Source: an optimization exercise on an open RTL-to-GDS flow (aim: small area, a short achievable clock period and few clock cycles). Production flows keep margins and buffers that such runs may drop.
At most, simulation tests tie the RTL to the original design; equivalence was not proved.

==> inputs of run a <==
==> flow/design.v (excerpt) <==
module led_matrix_scan_dimmer_unit #(
	parameter int PANELS         = lmsd_pkg::DEF_PANELS,
	parameter int ROWS           = lmsd_pkg::DEF_ROWS,
	parameter int LEDS_PER_ROW   = lmsd_pkg::DEF_LEDS_PER_ROW,
	parameter int COLORS         = lmsd_pkg::DEF_COLORS,
	parameter int REFRESH_CYCLES = lmsd_pkg::DEF_REFRESH_CYCLES
) (
	input  logic                            clk,
	input  logic                            arst_n,
	input  logic                            s_tvalid,
	output logic                            s_tready,
	input  logic [lmsd_pkg::S_TDATA_W-1:0]  s_tdata,
	input  logic [lmsd_pkg::S_TUSER_W-1:0]  s_tuser,
	output logic                            m_tvalid,
	input  logic                            m_tready,
	output logic [lmsd_pkg::M_TDATA_W-1:0]  m_tdata,
	output logic [lmsd_pkg::M_TUSER_W-1:0]  m_tuser,
	output logic                            m_tlast,
	input  logic                            cfg_valid,
	output logic                            cfg_ready,
	input  logic [lmsd_pkg::REG_W-1:0]      cfg_index,
	input  logic [lmsd_pkg::SCHED_W-1:0]    cfg_data
);
Settings: LEC_CHECK=0, CAP_MARGIN=20, CORE_MARGIN=2, CORE_UTILIZATION=55, CTS_CLUSTER_DIAMETER=80, CTS_CLUSTER_SIZE=30, SETUP_SLACK_MARGIN=4.2, SLEW_MARGIN=20; clock period 6.0 ns.
run.sh (not shown) runs the stock make flow with config.mk's settings and CLKGATE_MAP_FILE= SYNTH_SCRIPT=/design/flow/synth_recipe.tcl, a recipe that flattens the netlist after the stock synthesis.
==> run b: changes against run a <==
--- a/flow/design.v
+++ b/flow/design.v
@@ -157,16 +157,12 @@
 	logic         cr_b;
 	logic [2:0]   cr_r;
 	logic [2:0]   cr_p;
 	logic [1:0]   cr_c;
 	logic [15:0]  cr_w;
 	logic [1:0]   cr_m;
-	logic         cmt_q;
-	logic         clr_q1;
-	logic         e_last_q;
-	logic [1:0]   e_c_nx;
 	logic [15:0]  bmask;
 	logic         rdy_q;
 	logic         act_v;
 	logic         act_b;
 	logic [2:0]   act_r;
 	logic [3:0]   act_l;
@@ -238,15 +234,17 @@
 				end
 			end
 		end
 		in_busy = bmask[{in_hidden, in_row}];
 	end
 	assign n3_nx = (n3_q == 2'd2) ? 2'd0 : n3_q + 2'd1;
-	assign clearing    = clr_q1;
+	assign clearing    = (clr_q != 4'(STEP));
 	assign clearing_nx = (clr_q < 4'(STEP - 1));
-	assign commit = cr_v && cmt_q;
+	assign commit = cr_v && (n3_q == cr_c) && (n2_q == (cr_r[0] ^ cr_c[0]))
+		&& !clearing && !cr_busy;
+	assign cr_m = n6_q - row_q6(cr_r);
 	always_comb begin
 		for (int p = 0; p < NPAN; p++) begin
 			for (int b = 0; b < 2; b++) begin
 				for (int m = 0; m < NPT; m++) begin
 					ins[(b*NPAN + p)*NPT + m] = clearing
 						|| (commit && (cr_b == 1'(b)) && (cr_p == 3'(p)) && (cr_m == 2'(m)));
@@ -303,13 +301,13 @@
 		end
 		for (int k = 0; k < 8; k++) begin
 			led_nx[k] = leff_q[word[2*k +: 2]];
 		end
 	end
 	assign ld       = act_v && hit_q && (!ovld_q || m_tready);
-	assign act_done = ld && e_last_q;
+	assign act_done = ld && (e_p == 3'd4) && (e_c == 2'd2);
 	always_comb begin
 		a_v   = act_v;
 		a_b   = act_b;
 		a_r   = act_r;
 		a_l   = act_l;
 		a_new = 1'b0;
@@ -359,20 +357,14 @@
 		end else if (ld) begin
 			tgt_nx = (tgt_q == 5'd23) ? 5'd0 : tgt_q + 5'd1;
 		end else begin
 			tgt_nx = tgt_q;
 		end
 		e_p_nx  = e_p;
-		e_c_nx  = e_c;
 		rsel_nx = rsel_q;
 		if (a_new) begin
-			e_c_nx = 2'd0;
-		end else if (ld) begin
-			e_c_nx = (e_c == 2'd2) ? 2'd0 : e_c + 2'd1;
-		end
-		if (a_new) begin
 			e_p_nx  = 3'd0;
 			rsel_nx = a_b ? NRING'(1 << NPAN) : NRING'(1);
 		end else if (ld && (e_c == 2'd2)) begin
 			e_p_nx  = e_p + 3'd1;
 			rsel_nx = {rsel_q[NRING-2:0], 1'b0};
 		end
@@ -412,15 +404,12 @@
 			cr_v    <= 1'b0;
 			rdy_q   <= 1'b0;
 			act_v   <= 1'b0;
 			pv      <= '0;
 			e_p     <= 3'd0;
 			e_c     <= 2'd0;
-			e_last_q <= 1'b0;
-			cmt_q   <= 1'b0;
-			clr_q1  <= 1'b1;
 			ovld_q  <= 1'b0;
 			cr_w    <= 16'h0;
 		end else begin
 			if (wr_ok) begin
 				cr_w <= in_word;
 			end
@@ -456,19 +445,20 @@
 				rc_q    <= rc_nx;
 				shown_q <= shown_nx;
 				pend_q  <= pend_nx;
 			end
 			cr_v  <= cr_v_nx;
 			rdy_q <= !qv[QD-1] && (!cr_v_nx || pred) && !clearing_nx;
-			cmt_q <= pred;
-			clr_q1 <= clearing_nx;
 			act_v <= a_v;
 			pv    <= qv;
 			e_p <= e_p_nx;
-			e_c <= e_c_nx;
-			e_last_q <= (e_p_nx == 3'd4) && (e_c_nx == 2'd2);
+			if (a_new) begin
+				e_c <= 2'd0;
+			end else if (ld) begin
+				e_c <= (e_c == 2'd2) ? 2'd0 : e_c + 2'd1;
+			end
 			if (ld) begin
 				ovld_q <= 1'b1;
 			end else if (m_tready) begin
 				ovld_q <= 1'b0;
 			end
 		end
@@ -486,20 +476,13 @@
 		for (int i = 0; i < QD; i++) begin
 			pb[i] <= qb[i];
 			pr[i] <= qr[i];
 			pl[i] <= ql[i];
 		end
 		tgt_q  <= tgt_nx;
-		if (new_idle) begin
-			hit_q <= (((ph_q == 5'd23) ? 5'd0 : ph_q + 5'd1) == row_base(row_nx));
-		end else if (ld) begin
-			hit_q <= 1'b1;
-		end else begin
-			hit_q <= (((ph_q == 5'd23) ? 5'd0 : ph_q + 5'd1) == tgt_q);
-		end
-		cr_m <= ((n6r_q == 3'd5) ? n6_q + 2'd1 : n6_q) - row_q6(wr_ok ? in_row : cr_r);
+		hit_q  <= (((ph_q == 5'd23) ? 5'd0 : ph_q + 5'd1) == tgt_nx);
 		rsel_q <= rsel_nx;
 		leff_q <= leff_nx;
 		if (ld) begin
 			led_q    <= led_nx;
 			orow_q   <= act_r;
 			opanel_q <= e_p;
Settings changed: CTS_BUF_LIST from default to sky130_fd_sc_hd__clkbuf_8 sky130_fd_sc_hd__clkbuf_16, SETUP_SLACK_MARGIN 4.2 to 3.5.
==> impl_metrics.toml <==
[synth]
synth.area.top_cells = "dfxtp_1 (83%), mux2i_1 (7.2%), dfrtp_1 (1.7%), edfxtp_1 (1.4%), mux2_2 (0.67%)"
synth_fa_ha_area_frac = 0.00287
ys_ff_latch = 3986
muxShareOfSynthArea = 0.0786
syn_inst = 5526

[status]
status = "complete, no violations"

[global_routing]
grt_use_total = 0.203

[layout]
n_all_inverters = 44

[sta]
maxSlewHeadroom = 0.299
the above is filed under run b

==> impl_metrics.toml <==
[global_routing]
grt_use_total = 0.199

[sta]
maxSlewHeadroom = 0.235

[synth]
syn_inst = 6003
ys_ff_latch = 3991

[layout]
n_all_inverters = 37

[status]
status = "complete, no violations"
the above is filed under run a

Testbench counts of run a, summed over its fixed seeds: cycles 12,776.
Function not checked in run b: the RTL went through the layout flow alone.

========
==> v6 <==
led_matrix_scan_dimmer_unit with an RTL version that a note above also has.
clock: 6.0 ns
lec_check: 0
cap_margin: 20
core_margin: 2
core_utilization: 55
cts_cluster_diameter: 80
cts_cluster_size: 30
setup_slack_margin: 3.5
slew_margin: 20
==> v36 (differences from v6) <==
--- a/flow/design.v
+++ b/flow/design.v
@@ -110,26 +110,12 @@
 	assign in_cmd    = s_tuser[1:0];
 	assign in_hidden = s_tdata[0];
 	assign in_panel  = s_tdata[3:1];
 	assign in_row    = s_tdata[6:4];
 	assign in_color  = s_tdata[8:7];
 	assign in_word   = s_tdata[24:9];
-	function automatic logic [1:0] row_q6(input logic [2:0] r);
-		logic [1:0] v;
-		case (r)
-			3'd0: v = 2'd0;
-			3'd1: v = 2'd2;
-			3'd2: v = 2'd1;
-			3'd3: v = 2'd3;
-			3'd4: v = 2'd2;
-			3'd5: v = 2'd0;
-			3'd6: v = 2'd3;
-			default: v = 2'd1;
-		endcase
-		row_q6 = v;
-	endfunction
 	function automatic logic [4:0] row_base(input logic [2:0] r);
 		logic [4:0] v;
 		case (r)
 			3'd0: v = 5'd0;
 			3'd1: v = 5'd15;
 			3'd2: v = 5'd6;
@@ -138,43 +124,42 @@
 			3'd5: v = 5'd3;
 			3'd6: v = 5'd18;
 			default: v = 5'd9;
 		endcase
 		row_base = v;
 	endfunction
+	function automatic logic [4:0] sub24(input logic [4:0] a, input logic [4:0] b);
+		logic [5:0] t;
+		t = {1'b0, a} - {1'b0, b};
+		if (t[5]) begin
+			t = t + 6'd24;
+		end
+		sub24 = t[4:0];
+	endfunction
 	lmsd_pkg::sched_t sched_q [lmsd_pkg::LEVELS];
 	logic [2:0]   row_q;
 	logic [RC_W-1:0] rc_q;
 	logic         shown_q;
 	logic         pend_q;
-	logic [4:0]   ph_q;
-	logic [2:0]   n6r_q;
-	logic [1:0]   n3_q, n3_nx;
-	logic         n2_q;
-	logic [1:0]   n6_q;
+	logic [4:0]   ph_q, nph_q, nph_nx;
 	logic [3:0]   clr_q;
 	logic         clearing, clearing_nx;
 	logic         cr_v;
 	logic         cr_b;
 	logic [2:0]   cr_r;
 	logic [2:0]   cr_p;
 	logic [1:0]   cr_c;
 	logic [15:0]  cr_w;
 	logic [1:0]   cr_m;
-	logic [15:0]  bmask;
+	logic [2:0]   cr_rem;
 	logic         rdy_q;
 	logic         act_v;
 	logic         act_b;
 	logic [2:0]   act_r;
 	logic [3:0]   act_l;
-	logic [4:0]   tgt_q, tgt_nx;
-	logic         hit_q;
-	logic [NRING-1:0] rsel_q, rsel_nx;
-	logic [3:0]   leff_q, leff_nx;
-	logic [2:0]   e_p_nx;
-	logic         new_idle;
+	logic [4:0]   tgt_q;
 	logic [2:0]   e_p;
 	logic [1:0]   e_c;
 	logic [QD-1:0] pv;
 	logic         pb [QD];
 	logic [2:0]   pr [QD];
 	logic [3:0]   pl [QD];
@@ -190,12 +175,14 @@
 	logic         in_b;
 	logic         commit;
 	logic         ld;
 	logic         act_done;
 	logic         cr_v_nx;
 	logic         pred;
+	logic [4:0]   in_d1;
+	logic [3:0]   lvl_eff;
 	logic [NRING*NPT-1:0] ins;
 	logic [15:0]  ins_data;
 	logic [NRING*16-1:0] tap;
 	logic [15:0]  word;
 	logic [7:0]   led_nx;
 	logic         cr_busy, in_busy;
@@ -219,32 +206,23 @@
 	assign tick      = in_xfer && (in_cmd == lmsd_pkg::CMD_TICK);
 	assign wr_ok     = in_xfer && (in_cmd == lmsd_pkg::CMD_WRITE)
 		&& (in_panel < 3'(PANELS)) && (in_color < 2'(COLORS));
 	assign in_b      = shown_q ^ in_hidden;
 	always_comb begin
 		cr_busy = act_v && (act_b == cr_b) && (act_r == cr_r) && ({cr_p, cr_c} >= {e_p, e_c});
+		in_busy = act_v && (act_b == in_b) && (act_r == in_row) && ({in_panel, in_color} >= {e_p, e_c});
 		for (int i = 0; i < QD; i++) begin
 			cr_busy = cr_busy || (pv[i] && (pb[i] == cr_b) && (pr[i] == cr_r));
+			in_busy = in_busy || (pv[i] && (pb[i] == in_b) && (pr[i] == in_row));
 		end
-		for (int h = 0; h < 2; h++) begin
-			for (int r = 0; r < 8; r++) begin
-				bmask[h*8 + r] = act_v && ((act_b ^ shown_q) == 1'(h)) && (act_r == 3'(r));
-				for (int i = 0; i < QD; i++) begin
-					bmask[h*8 + r] = bmask[h*8 + r]
-						|| (pv[i] && ((pb[i] ^ shown_q) == 1'(h)) && (pr[i] == 3'(r)));
-				end
-			end
-		end
-		in_busy = bmask[{in_hidden, in_row}];
 	end
-	assign n3_nx = (n3_q == 2'd2) ? 2'd0 : n3_q + 2'd1;
+	assign nph_nx = (nph_q == 5'd23) ? 5'd0 : nph_q + 5'd1;
 	assign clearing    = (clr_q != 4'(STEP));
 	assign clearing_nx = (clr_q < 4'(STEP - 1));
-	assign commit = cr_v && (n3_q == cr_c) && (n2_q == (cr_r[0] ^ cr_c[0]))
-		&& !clearing && !cr_busy;
-	assign cr_m = n6_q - row_q6(cr_r);
+	assign in_d1  = sub24(nph_nx, row_base(in_row) + 5'(in_color));
+	assign commit = cr_v && (cr_rem == 3'd0) && !clearing && !cr_busy;
 	always_comb begin
 		for (int p = 0; p < NPAN; p++) begin
 			for (int b = 0; b < 2; b++) begin
 				for (int m = 0; m < NPT; m++) begin
 					ins[(b*NPAN + p)*NPT + m] = clearing
 						|| (commit && (cr_b == 1'(b)) && (cr_p == 3'(p)) && (cr_m == 2'(m)));
@@ -291,22 +269,25 @@
 				if (int'(rc_nx) == j) begin
 					lvl_on_nx[l] = sched_q[l][j];
 				end
 			end
 		end
 	end
+	assign word = tap[(act_b ? 5'(NPAN) + 5'(e_p) : 5'(e_p))*16 +: 16];
 	always_comb begin
-		word = '0;
-		for (int g = 0; g < NRING; g++) begin
-			word = word | (tap[g*16 +: 16] & {16{rsel_q[g]}});
+		lvl_eff = act_l;
+		for (int p = 0; p < NPAN; p++) begin
+			if ((e_p == 3'(p)) && (((3 * p) / STEP) % 2 == 1)) begin
+				lvl_eff = {act_l[0], act_l[1], act_l[2], act_l[3]};
+			end
 		end
 		for (int k = 0; k < 8; k++) begin
-			led_nx[k] = leff_q[word[2*k +: 2]];
+			led_nx[k] = lvl_eff[word[2*k +: 2]];
 		end
 	end
-	assign ld       = act_v && hit_q && (!ovld_q || m_tready);
+	assign ld       = act_v && (ph_q == tgt_q) && (!ovld_q || m_tready);
 	assign act_done = ld && (e_p == 3'd4) && (e_c == 2'd2);
 	always_comb begin
 		a_v   = act_v;
 		a_b   = act_b;
 		a_r   = act_r;
 		a_l   = act_l;
@@ -347,45 +328,18 @@
 						ql[i] = lvl_on_nx;
 					end
 				end
 			end
 		end
 	end
-	assign new_idle = tick && (!act_v || (act_done && !pv[0]));
-	always_comb begin
-		if (new_idle) begin
-			tgt_nx = row_base(row_nx);
-		end else if (ld) begin
-			tgt_nx = (tgt_q == 5'd23) ? 5'd0 : tgt_q + 5'd1;
-		end else begin
-			tgt_nx = tgt_q;
-		end
-		e_p_nx  = e_p;
-		rsel_nx = rsel_q;
-		if (a_new) begin
-			e_p_nx  = 3'd0;
-			rsel_nx = a_b ? NRING'(1 << NPAN) : NRING'(1);
-		end else if (ld && (e_c == 2'd2)) begin
-			e_p_nx  = e_p + 3'd1;
-			rsel_nx = {rsel_q[NRING-2:0], 1'b0};
-		end
-		leff_nx = a_l;
-		for (int p = 0; p < NPAN; p++) begin
-			if ((e_p_nx == 3'(p)) && (((3 * p) / STEP) % 2 == 1)) begin
-				leff_nx = {a_l[0], a_l[1], a_l[2], a_l[3]};
-			end
-		end
-	end
 	assign cr_v_nx = wr_ok || (cr_v && !commit);
 	always_comb begin
 		if (wr_ok) begin
-			pred = (in_color == n3_nx) && ((in_row[0] ^ in_color[0]) != n2_q)
-				&& !clearing_nx && !in_busy;
+			pred = (in_d1 % STEP == 0) && !clearing_nx && !in_busy;
 		end else begin
-			pred = (cr_c == n3_nx) && ((cr_r[0] ^ cr_c[0]) != n2_q)
-				&& !clearing_nx && !cr_busy;
+			pred = (cr_rem == 3'(STEP - 1)) && !clearing_nx && !cr_busy;
 		end
 	end
 	always_ff @(posedge clk or negedge arst_n) begin
 		if (!arst_n) begin
 			sched_q[0] <= lmsd_pkg::SCHED_RST_L0;
 			sched_q[1] <= lmsd_pkg::SCHED_RST_L1;
@@ -393,38 +347,39 @@
 			sched_q[3] <= lmsd_pkg::SCHED_RST_L3;
 			row_q   <= '0;
 			rc_q    <= '0;
 			shown_q <= 1'b1;
 			pend_q  <= 1'b0;
 			ph_q    <= 5'd0;
-			n6r_q   <= 3'd1;
-			n3_q    <= 2'd1;
-			n2_q    <= 1'b1;
-			n6_q    <= 2'd0;
+			nph_q   <= 5'd1;
 			clr_q   <= 4'd0;
 			cr_v    <= 1'b0;
 			rdy_q   <= 1'b0;
 			act_v   <= 1'b0;
 			pv      <= '0;
 			e_p     <= 3'd0;
 			e_c     <= 2'd0;
 			ovld_q  <= 1'b0;
 			cr_w    <= 16'h0;
+			cr_m    <= 2'd0;
+			cr_rem  <= 3'd0;
 		end else begin
 			if (wr_ok) begin
 				cr_w <= in_word;
 			end
-			ph_q <= (ph_q == 5'd23) ? 5'd0 : ph_q + 5'd1;
-			n3_q <= n3_nx;
-			n2_q <= !n2_q;
-			if (n6r_q == 3'd5) begin
-				n6r_q <= 3'd0;
-				n6_q  <= n6_q + 2'd1;
+			if (wr_ok) begin
+				cr_m   <= 2'(in_d1 / STEP);
+				cr_rem <= 3'(in_d1 % STEP);
+			end else if (cr_rem == 3'(STEP - 1)) begin
+				cr_rem <= 3'd0;
+				cr_m   <= (cr_m == 2'(NPT - 1)) ? 2'd0 : cr_m + 2'd1;
 			end else begin
-				n6r_q <= n6r_q + 3'd1;
+				cr_rem <= cr_rem + 3'd1;
 			end
+			ph_q  <= nph_q;
+			nph_q <= nph_nx;
 			if (clearing) begin
 				clr_q <= clr_q + 4'd1;
 			end
 			if (cfg_valid) begin
 				case (cfg_index)
 					lmsd_pkg::REG_SCHED_L0: sched_q[0] <= cfg_data;
@@ -447,17 +402,22 @@
 				pend_q  <= pend_nx;
 			end
 			cr_v  <= cr_v_nx;
 			rdy_q <= !qv[QD-1] && (!cr_v_nx || pred) && !clearing_nx;
 			act_v <= a_v;
 			pv    <= qv;
-			e_p <= e_p_nx;
 			if (a_new) begin
+				e_p <= 3'd0;
 				e_c <= 2'd0;
 			end else if (ld) begin
-				e_c <= (e_c == 2'd2) ? 2'd0 : e_c + 2'd1;
+				if (e_c == 2'd2) begin
+					e_c <= 2'd0;
+					e_p <= e_p + 3'd1;
+				end else begin
+					e_c <= e_c + 2'd1;
+				end
 			end
 			if (ld) begin
 				ovld_q <= 1'b1;
 			end else if (m_tready) begin
 				ovld_q <= 1'b0;
 			end
@@ -475,16 +435,17 @@
 		act_l <= a_l;
 		for (int i = 0; i < QD; i++) begin
 			pb[i] <= qb[i];
 			pr[i] <= qr[i];
 			pl[i] <= ql[i];
 		end
-		tgt_q  <= tgt_nx;
-		hit_q  <= (((ph_q == 5'd23) ? 5'd0 : ph_q + 5'd1) == tgt_nx);
-		rsel_q <= rsel_nx;
-		leff_q <= leff_nx;
+		if (a_new) begin
+			tgt_q <= row_base(a_r);
+		end else if (ld) begin
+			tgt_q <= (tgt_q == 5'd23) ? 5'd0 : tgt_q + 5'd1;
+		end
 		if (ld) begin
 			led_q    <= led_nx;
 			orow_q   <= act_r;
 			opanel_q <= e_p;
 			ocolor_q <= e_c;
 			olast_q  <= (e_p == 3'd4) && (e_c == 2'd2);
Settings changed: CORE_UTILIZATION 55 to 40, CTS_CLUSTER_DIAMETER 80 to unset, CTS_CLUSTER_SIZE 30 to unset, SETUP_SLACK_MARGIN 3.5 to unset.
==> v18 (differences from v6) <==
--- a/flow/design.v
+++ b/flow/design.v
@@ -157,12 +157,16 @@
 	logic         cr_b;
 	logic [2:0]   cr_r;
 	logic [2:0]   cr_p;
 	logic [1:0]   cr_c;
 	logic [15:0]  cr_w;
 	logic [1:0]   cr_m;
+	logic         cmt_q;
+	logic         clr_q1;
+	logic         e_last_q;
+	logic [1:0]   e_c_nx;
 	logic [15:0]  bmask;
 	logic         rdy_q;
 	logic         act_v;
 	logic         act_b;
 	logic [2:0]   act_r;
 	logic [3:0]   act_l;
@@ -175,18 +179,21 @@
 	logic [2:0]   e_p;
 	logic [1:0]   e_c;
 	logic [QD-1:0] pv;
 	logic         pb [QD];
 	logic [2:0]   pr [QD];
 	logic [3:0]   pl [QD];
-	logic         ovld_q;
+	logic         ofree_q;
 	logic [7:0]   led_q;
 	logic [2:0]   orow_q;
 	logic [2:0]   opanel_q;
 	logic [1:0]   ocolor_q;
 	logic         olast_q;
+	logic [16:0]  oport_q;
+	logic         ovld_o;
+	logic         rdy_o;
 	logic         in_xfer;
 	logic         tick;
 	logic         wr_ok;
 	logic         in_b;
 	logic         commit;
 	logic         ld;
@@ -211,14 +218,14 @@
 	logic         a_new;
 	logic [QD-1:0] qv;
 	logic         qb [QD];
 	logic [2:0]   qr [QD];
 	logic [3:0]   ql [QD];
 	assign cfg_ready = 1'b1;
-	assign s_tready  = rdy_q;
-	assign in_xfer   = s_tvalid && rdy_q;
+	assign s_tready  = rdy_o;
+	assign in_xfer   = s_tvalid && rdy_q && !clr_q1;
 	assign tick      = in_xfer && (in_cmd == lmsd_pkg::CMD_TICK);
 	assign wr_ok     = in_xfer && (in_cmd == lmsd_pkg::CMD_WRITE)
 		&& (in_panel < 3'(PANELS)) && (in_color < 2'(COLORS));
 	assign in_b      = shown_q ^ in_hidden;
 	always_comb begin
 		cr_busy = act_v && (act_b == cr_b) && (act_r == cr_r) && ({cr_p, cr_c} >= {e_p, e_c});
@@ -234,17 +241,15 @@
 				end
 			end
 		end
 		in_busy = bmask[{in_hidden, in_row}];
 	end
 	assign n3_nx = (n3_q == 2'd2) ? 2'd0 : n3_q + 2'd1;
-	assign clearing    = (clr_q != 4'(STEP));
+	assign clearing    = clr_q1;
 	assign clearing_nx = (clr_q < 4'(STEP - 1));
-	assign commit = cr_v && (n3_q == cr_c) && (n2_q == (cr_r[0] ^ cr_c[0]))
-		&& !clearing && !cr_busy;
-	assign cr_m = n6_q - row_q6(cr_r);
+	assign commit = cr_v && cmt_q;
 	always_comb begin
 		for (int p = 0; p < NPAN; p++) begin
 			for (int b = 0; b < 2; b++) begin
 				for (int m = 0; m < NPT; m++) begin
 					ins[(b*NPAN + p)*NPT + m] = clearing
 						|| (commit && (cr_b == 1'(b)) && (cr_p == 3'(p)) && (cr_m == 2'(m)));
@@ -300,14 +305,14 @@
 			word = word | (tap[g*16 +: 16] & {16{rsel_q[g]}});
 		end
 		for (int k = 0; k < 8; k++) begin
 			led_nx[k] = leff_q[word[2*k +: 2]];
 		end
 	end
-	assign ld       = act_v && hit_q && (!ovld_q || m_tready);
-	assign act_done = ld && (e_p == 3'd4) && (e_c == 2'd2);
+	assign ld       = act_v && hit_q && (ofree_q || m_tready);
+	assign act_done = ld && e_last_q;
 	always_comb begin
 		a_v   = act_v;
 		a_b   = act_b;
 		a_r   = act_r;
 		a_l   = act_l;
 		a_new = 1'b0;
@@ -357,14 +362,20 @@
 		end else if (ld) begin
 			tgt_nx = (tgt_q == 5'd23) ? 5'd0 : tgt_q + 5'd1;
 		end else begin
 			tgt_nx = tgt_q;
 		end
 		e_p_nx  = e_p;
+		e_c_nx  = e_c;
 		rsel_nx = rsel_q;
 		if (a_new) begin
+			e_c_nx = 2'd0;
+		end else if (ld) begin
+			e_c_nx = (e_c == 2'd2) ? 2'd0 : e_c + 2'd1;
+		end
+		if (a_new) begin
 			e_p_nx  = 3'd0;
 			rsel_nx = a_b ? NRING'(1 << NPAN) : NRING'(1);
 		end else if (ld && (e_c == 2'd2)) begin
 			e_p_nx  = e_p + 3'd1;
 			rsel_nx = {rsel_q[NRING-2:0], 1'b0};
 		end
@@ -400,17 +411,22 @@
 			n3_q    <= 2'd1;
 			n2_q    <= 1'b1;
 			n6_q    <= 2'd0;
 			clr_q   <= 4'd0;
 			cr_v    <= 1'b0;
 			rdy_q   <= 1'b0;
+			rdy_o   <= 1'b0;
+			ovld_o  <= 1'b0;
 			act_v   <= 1'b0;
 			pv      <= '0;
 			e_p     <= 3'd0;
 			e_c     <= 2'd0;
-			ovld_q  <= 1'b0;
+			e_last_q <= 1'b0;
+			cmt_q   <= 1'b0;
+			clr_q1  <= 1'b1;
+			ofree_q <= 1'b1;
 			cr_w    <= 16'h0;
 		end else begin
 			if (wr_ok) begin
 				cr_w <= in_word;
 			end
 			ph_q <= (ph_q == 5'd23) ? 5'd0 : ph_q + 5'd1;
@@ -444,26 +460,23 @@
 				row_q   <= row_nx;
 				rc_q    <= rc_nx;
 				shown_q <= shown_nx;
 				pend_q  <= pend_nx;
 			end
 			cr_v  <= cr_v_nx;
-			rdy_q <= !qv[QD-1] && (!cr_v_nx || pred) && !clearing_nx;
+			rdy_q <= !qv[QD-1] && (!cr_v_nx || pred);
+			rdy_o <= !qv[QD-1] && (!cr_v_nx || pred) && !clearing_nx;
+			ovld_o <= ld || (!ofree_q && !m_tready);
+			cmt_q <= pred;
+			clr_q1 <= clearing_nx;
 			act_v <= a_v;
 			pv    <= qv;
 			e_p <= e_p_nx;
-			if (a_new) begin
-				e_c <= 2'd0;
-			end else if (ld) begin
-				e_c <= (e_c == 2'd2) ? 2'd0 : e_c + 2'd1;
-			end
-			if (ld) begin
-				ovld_q <= 1'b1;
-			end else if (m_tready) begin
-				ovld_q <= 1'b0;
-			end
+			e_c <= e_c_nx;
+			e_last_q <= (e_p_nx == 3'd4) && (e_c_nx == 2'd2);
+			ofree_q <= !ld && (ofree_q || m_tready);
 		end
 	end
 	always_ff @(posedge clk) begin
 		if (wr_ok) begin
 			cr_b <= in_b;
 			cr_r <= in_row;
@@ -476,22 +489,31 @@
 		for (int i = 0; i < QD; i++) begin
 			pb[i] <= qb[i];
 			pr[i] <= qr[i];
 			pl[i] <= ql[i];
 		end
 		tgt_q  <= tgt_nx;
-		hit_q  <= (((ph_q == 5'd23) ? 5'd0 : ph_q + 5'd1) == tgt_nx);
+		if (new_idle) begin
+			hit_q <= (((ph_q == 5'd23) ? 5'd0 : ph_q + 5'd1) == row_base(row_nx));
+		end else if (ld) begin
+			hit_q <= 1'b1;
+		end else begin
+			hit_q <= (((ph_q == 5'd23) ? 5'd0 : ph_q + 5'd1) == tgt_q);
+		end
+		cr_m <= ((n6r_q == 3'd5) ? n6_q + 2'd1 : n6_q) - row_q6(wr_ok ? in_row : cr_r);
 		rsel_q <= rsel_nx;
 		leff_q <= leff_nx;
 		if (ld) begin
 			led_q    <= led_nx;
 			orow_q   <= act_r;
 			opanel_q <= e_p;
 			ocolor_q <= e_c;
 			olast_q  <= (e_p == 3'd4) && (e_c == 2'd2);
 		end
+		oport_q <= ld ? {(e_p == 3'd4) && (e_c == 2'd2), e_c, e_p, led_nx, act_r}
+			: {olast_q, ocolor_q, opanel_q, led_q, orow_q};
 	end
-	assign m_tvalid = ovld_q;
-	assign m_tdata  = {5'b0, led_q, orow_q};
-	assign m_tuser  = {ocolor_q, opanel_q};
-	assign m_tlast  = olast_q;
+	assign m_tvalid = ovld_o;
+	assign m_tdata  = {5'b0, oport_q[10:0]};
+	assign m_tuser  = oport_q[15:11];
+	assign m_tlast  = oport_q[16];
 endmodule
Settings changed: CORE_UTILIZATION 55 to 65, SETUP_SLACK_MARGIN 3.5 to 3.7.
==> v17 (differences from v6) <==
--- a/flow/design.v
+++ b/flow/design.v
@@ -157,12 +157,16 @@
 	logic         cr_b;
 	logic [2:0]   cr_r;
 	logic [2:0]   cr_p;
 	logic [1:0]   cr_c;
 	logic [15:0]  cr_w;
 	logic [1:0]   cr_m;
+	logic         cmt_q;
+	logic         clr_q1;
+	logic         e_last_q;
+	logic [1:0]   e_c_nx;
 	logic [15:0]  bmask;
 	logic         rdy_q;
 	logic         act_v;
 	logic         act_b;
 	logic [2:0]   act_r;
 	logic [3:0]   act_l;
@@ -181,12 +185,15 @@
 	logic         ovld_q;
 	logic [7:0]   led_q;
 	logic [2:0]   orow_q;
 	logic [2:0]   opanel_q;
 	logic [1:0]   ocolor_q;
 	logic         olast_q;
+	logic [16:0]  oport_q;
+	logic         ovld_o;
+	logic         rdy_o;
 	logic         in_xfer;
 	logic         tick;
 	logic         wr_ok;
 	logic         in_b;
 	logic         commit;
 	logic         ld;
@@ -211,13 +218,13 @@
 	logic         a_new;
 	logic [QD-1:0] qv;
 	logic         qb [QD];
 	logic [2:0]   qr [QD];
 	logic [3:0]   ql [QD];
 	assign cfg_ready = 1'b1;
-	assign s_tready  = rdy_q;
+	assign s_tready  = rdy_o;
 	assign in_xfer   = s_tvalid && rdy_q;
 	assign tick      = in_xfer && (in_cmd == lmsd_pkg::CMD_TICK);
 	assign wr_ok     = in_xfer && (in_cmd == lmsd_pkg::CMD_WRITE)
 		&& (in_panel < 3'(PANELS)) && (in_color < 2'(COLORS));
 	assign in_b      = shown_q ^ in_hidden;
 	always_comb begin
@@ -234,17 +241,15 @@
 				end
 			end
 		end
 		in_busy = bmask[{in_hidden, in_row}];
 	end
 	assign n3_nx = (n3_q == 2'd2) ? 2'd0 : n3_q + 2'd1;
-	assign clearing    = (clr_q != 4'(STEP));
+	assign clearing    = clr_q1;
 	assign clearing_nx = (clr_q < 4'(STEP - 1));
-	assign commit = cr_v && (n3_q == cr_c) && (n2_q == (cr_r[0] ^ cr_c[0]))
-		&& !clearing && !cr_busy;
-	assign cr_m = n6_q - row_q6(cr_r);
+	assign commit = cr_v && cmt_q;
 	always_comb begin
 		for (int p = 0; p < NPAN; p++) begin
 			for (int b = 0; b < 2; b++) begin
 				for (int m = 0; m < NPT; m++) begin
 					ins[(b*NPAN + p)*NPT + m] = clearing
 						|| (commit && (cr_b == 1'(b)) && (cr_p == 3'(p)) && (cr_m == 2'(m)));
@@ -301,13 +306,13 @@
 		end
 		for (int k = 0; k < 8; k++) begin
 			led_nx[k] = leff_q[word[2*k +: 2]];
 		end
 	end
 	assign ld       = act_v && hit_q && (!ovld_q || m_tready);
-	assign act_done = ld && (e_p == 3'd4) && (e_c == 2'd2);
+	assign act_done = ld && e_last_q;
 	always_comb begin
 		a_v   = act_v;
 		a_b   = act_b;
 		a_r   = act_r;
 		a_l   = act_l;
 		a_new = 1'b0;
@@ -357,14 +362,20 @@
 		end else if (ld) begin
 			tgt_nx = (tgt_q == 5'd23) ? 5'd0 : tgt_q + 5'd1;
 		end else begin
 			tgt_nx = tgt_q;
 		end
 		e_p_nx  = e_p;
+		e_c_nx  = e_c;
 		rsel_nx = rsel_q;
 		if (a_new) begin
+			e_c_nx = 2'd0;
+		end else if (ld) begin
+			e_c_nx = (e_c == 2'd2) ? 2'd0 : e_c + 2'd1;
+		end
+		if (a_new) begin
 			e_p_nx  = 3'd0;
 			rsel_nx = a_b ? NRING'(1 << NPAN) : NRING'(1);
 		end else if (ld && (e_c == 2'd2)) begin
 			e_p_nx  = e_p + 3'd1;
 			rsel_nx = {rsel_q[NRING-2:0], 1'b0};
 		end
@@ -400,16 +411,21 @@
 			n3_q    <= 2'd1;
 			n2_q    <= 1'b1;
 			n6_q    <= 2'd0;
 			clr_q   <= 4'd0;
 			cr_v    <= 1'b0;
 			rdy_q   <= 1'b0;
+			rdy_o   <= 1'b0;
+			ovld_o  <= 1'b0;
 			act_v   <= 1'b0;
 			pv      <= '0;
 			e_p     <= 3'd0;
 			e_c     <= 2'd0;
+			e_last_q <= 1'b0;
+			cmt_q   <= 1'b0;
+			clr_q1  <= 1'b1;
 			ovld_q  <= 1'b0;
 			cr_w    <= 16'h0;
 		end else begin
 			if (wr_ok) begin
 				cr_w <= in_word;
 			end
@@ -445,20 +461,21 @@
 				rc_q    <= rc_nx;
 				shown_q <= shown_nx;
 				pend_q  <= pend_nx;
 			end
 			cr_v  <= cr_v_nx;
 			rdy_q <= !qv[QD-1] && (!cr_v_nx || pred) && !clearing_nx;
+			rdy_o <= !qv[QD-1] && (!cr_v_nx || pred) && !clearing_nx;
+			ovld_o <= ld || (ovld_q && !m_tready);
+			cmt_q <= pred;
+			clr_q1 <= clearing_nx;
 			act_v <= a_v;
 			pv    <= qv;
 			e_p <= e_p_nx;
-			if (a_new) begin
-				e_c <= 2'd0;
-			end else if (ld) begin
-				e_c <= (e_c == 2'd2) ? 2'd0 : e_c + 2'd1;
-			end
+			e_c <= e_c_nx;
+			e_last_q <= (e_p_nx == 3'd4) && (e_c_nx == 2'd2);
 			if (ld) begin
 				ovld_q <= 1'b1;
 			end else if (m_tready) begin
 				ovld_q <= 1'b0;
 			end
 		end
@@ -476,22 +493,31 @@
 		for (int i = 0; i < QD; i++) begin
 			pb[i] <= qb[i];
 			pr[i] <= qr[i];
 			pl[i] <= ql[i];
 		end
 		tgt_q  <= tgt_nx;
-		hit_q  <= (((ph_q == 5'd23) ? 5'd0 : ph_q + 5'd1) == tgt_nx);
+		if (new_idle) begin
+			hit_q <= (((ph_q == 5'd23) ? 5'd0 : ph_q + 5'd1) == row_base(row_nx));
+		end else if (ld) begin
+			hit_q <= 1'b1;
+		end else begin
+			hit_q <= (((ph_q == 5'd23) ? 5'd0 : ph_q + 5'd1) == tgt_q);
+		end
+		cr_m <= ((n6r_q == 3'd5) ? n6_q + 2'd1 : n6_q) - row_q6(wr_ok ? in_row : cr_r);
 		rsel_q <= rsel_nx;
 		leff_q <= leff_nx;
 		if (ld) begin
 			led_q    <= led_nx;
 			orow_q   <= act_r;
 			opanel_q <= e_p;
 			ocolor_q <= e_c;
 			olast_q  <= (e_p == 3'd4) && (e_c == 2'd2);
 		end
+		oport_q <= ld ? {(e_p == 3'd4) && (e_c == 2'd2), e_c, e_p, led_nx, act_r}
+			: {olast_q, ocolor_q, opanel_q, led_q, orow_q};
 	end
-	assign m_tvalid = ovld_q;
-	assign m_tdata  = {5'b0, led_q, orow_q};
-	assign m_tuser  = {ocolor_q, opanel_q};
-	assign m_tlast  = olast_q;
+	assign m_tvalid = ovld_o;
+	assign m_tdata  = {5'b0, oport_q[10:0]};
+	assign m_tuser  = oport_q[15:11];
+	assign m_tlast  = oport_q[16];
 endmodule
Settings changed: SETUP_SLACK_MARGIN 3.5 to 3.3.
==> impl_metrics.json <==
{
  "run_status": "timing/DRC/antenna clean",
  "taps": 3043,
  "synth-simple-area-share_pct": 2.59,
  "grt_pass1_vias": 40700,
  "drt_iter0_drc": 2047,
  "netlist_top_cells_count": "dfxtp_1, mux2i_1, a21oi_1, nor2_1, clkbuf_1",
  "instances_no_fill": 9465,
  "reg.largest.list": "u_frame.g_ring.s_q (3840), sched_q (24), cr_w (16)",
  "fmax_mhz": 212,
  "critPathRequiredTime_ns": 6.82
}
[end of results for v36]
==> impl_metrics.json <==
{
  "taps": 2218,
  "multi_input_area_share_pct": 12.1,
  "fmax_mhz": 355,
  "critPathRequiredTime_ns": 6.75,
  "clkPwrFrac_pct": 29.3,
  "instances_no_fill": 8139,
  "run_status": "timing/DRC/antenna clean",
  "grt_pass1_vias": 37900,
  "clk_latency_ns": 0.85,
  "drt_iter0_drc": 2386,
  "reg.largest.list": "u_frame.g_ring.s_q (3840), sched_q (24), cr_w (16)"
}
[end of results for v6]
==> impl_metrics.json <==
{
  "drt_iter0_drc": 2362,
  "netlist_top_cells_count": "dfxtp_1, a21oi_1, nor2_1, mux2i_1, clkbuf_1",
  "reg.largest.list": "u_frame.g_ring.s_q (3840), sched_q (24), oport_q (17)",
  "fmax_mhz": 393,
  "seq_cell_count": 4010,
  "synth-simple-area-share_pct": 3.10,
  "taps": 1903,
  "grt_pass1_vias": 38000,
  "critPathRequiredTime_ns": 4.80,
  "instances_no_fill": 8056,
  "run_status": "timing/DRC/antenna clean",
  "power_w": 0.0447
}
[end of results for v18]
==> impl_metrics.json <==
{
  "drt_iter0_drc": 2585,
  "reg.largest.list": "u_frame.g_ring.s_q (3840), sched_q (24), oport_q (17)",
  "fmax_mhz": 373,
  "instances_no_fill": 8360,
  "critPathRequiredTime_ns": 6.57,
  "synth-simple-area-share_pct": 3.27,
  "place.gp.congestion": 0.836,
  "run_status": "timing/DRC/antenna clean",
  "netlist_top_cells_count": "dfxtp_1, a21oi_1, nor2_1, mux2i_1, clkbuf_1"
}
[end of results for v17]
Testbench counts of v36, summed over its fixed seeds: cycles 12,776.
Testbench counts of v18, summed over its fixed seeds: cycles 12,776.
Testbench counts of v17, summed over its fixed seeds: cycles 12,776.
No functional check of the RTL was part of v6.

[what the ideal ports hide]
No port has a modelled driver above. Below, the same layouts with a new extraction and two added sets of constraints. Step 1, drivers: a clkbuf_16 drives clk and a buf_2 each remaining input, both assumed. Step 2, shift: input delay + t, output delay - t, t = (earliest + latest rising clock arrival at the registers) / 2. This alone moves slack from input paths to output paths. a / b / c = ideal / step 1 / step 2; a / b = the first two.
| run | t, ns | setup slack, ns | pins driven straight from the clock port |
|---|---|---|---|
| run a | 0.901 | 3.201 / 3.117 / 2.787 | 1 |
| run b | 0.911 | 3.204 / 3.204 / 2.600 | 1 |
| v6 | 0.912 | 3.186 / 3.186 / 2.606 | 1 |
| v36 | 0.992 | 1.284 / 1.341 / 0.349 | 1 |
| v18 | 0.869 | 3.454 / 3.378 / 2.910 | 1 |
| v17 | 0.877 | 3.320 / 3.310 / 2.496 | 1 |
After both steps every run listed still meets setup and hold. For v36, which loses most, drivers alone change the setup slack by +0.057 ns; drivers and shift together by -0.935 ns.
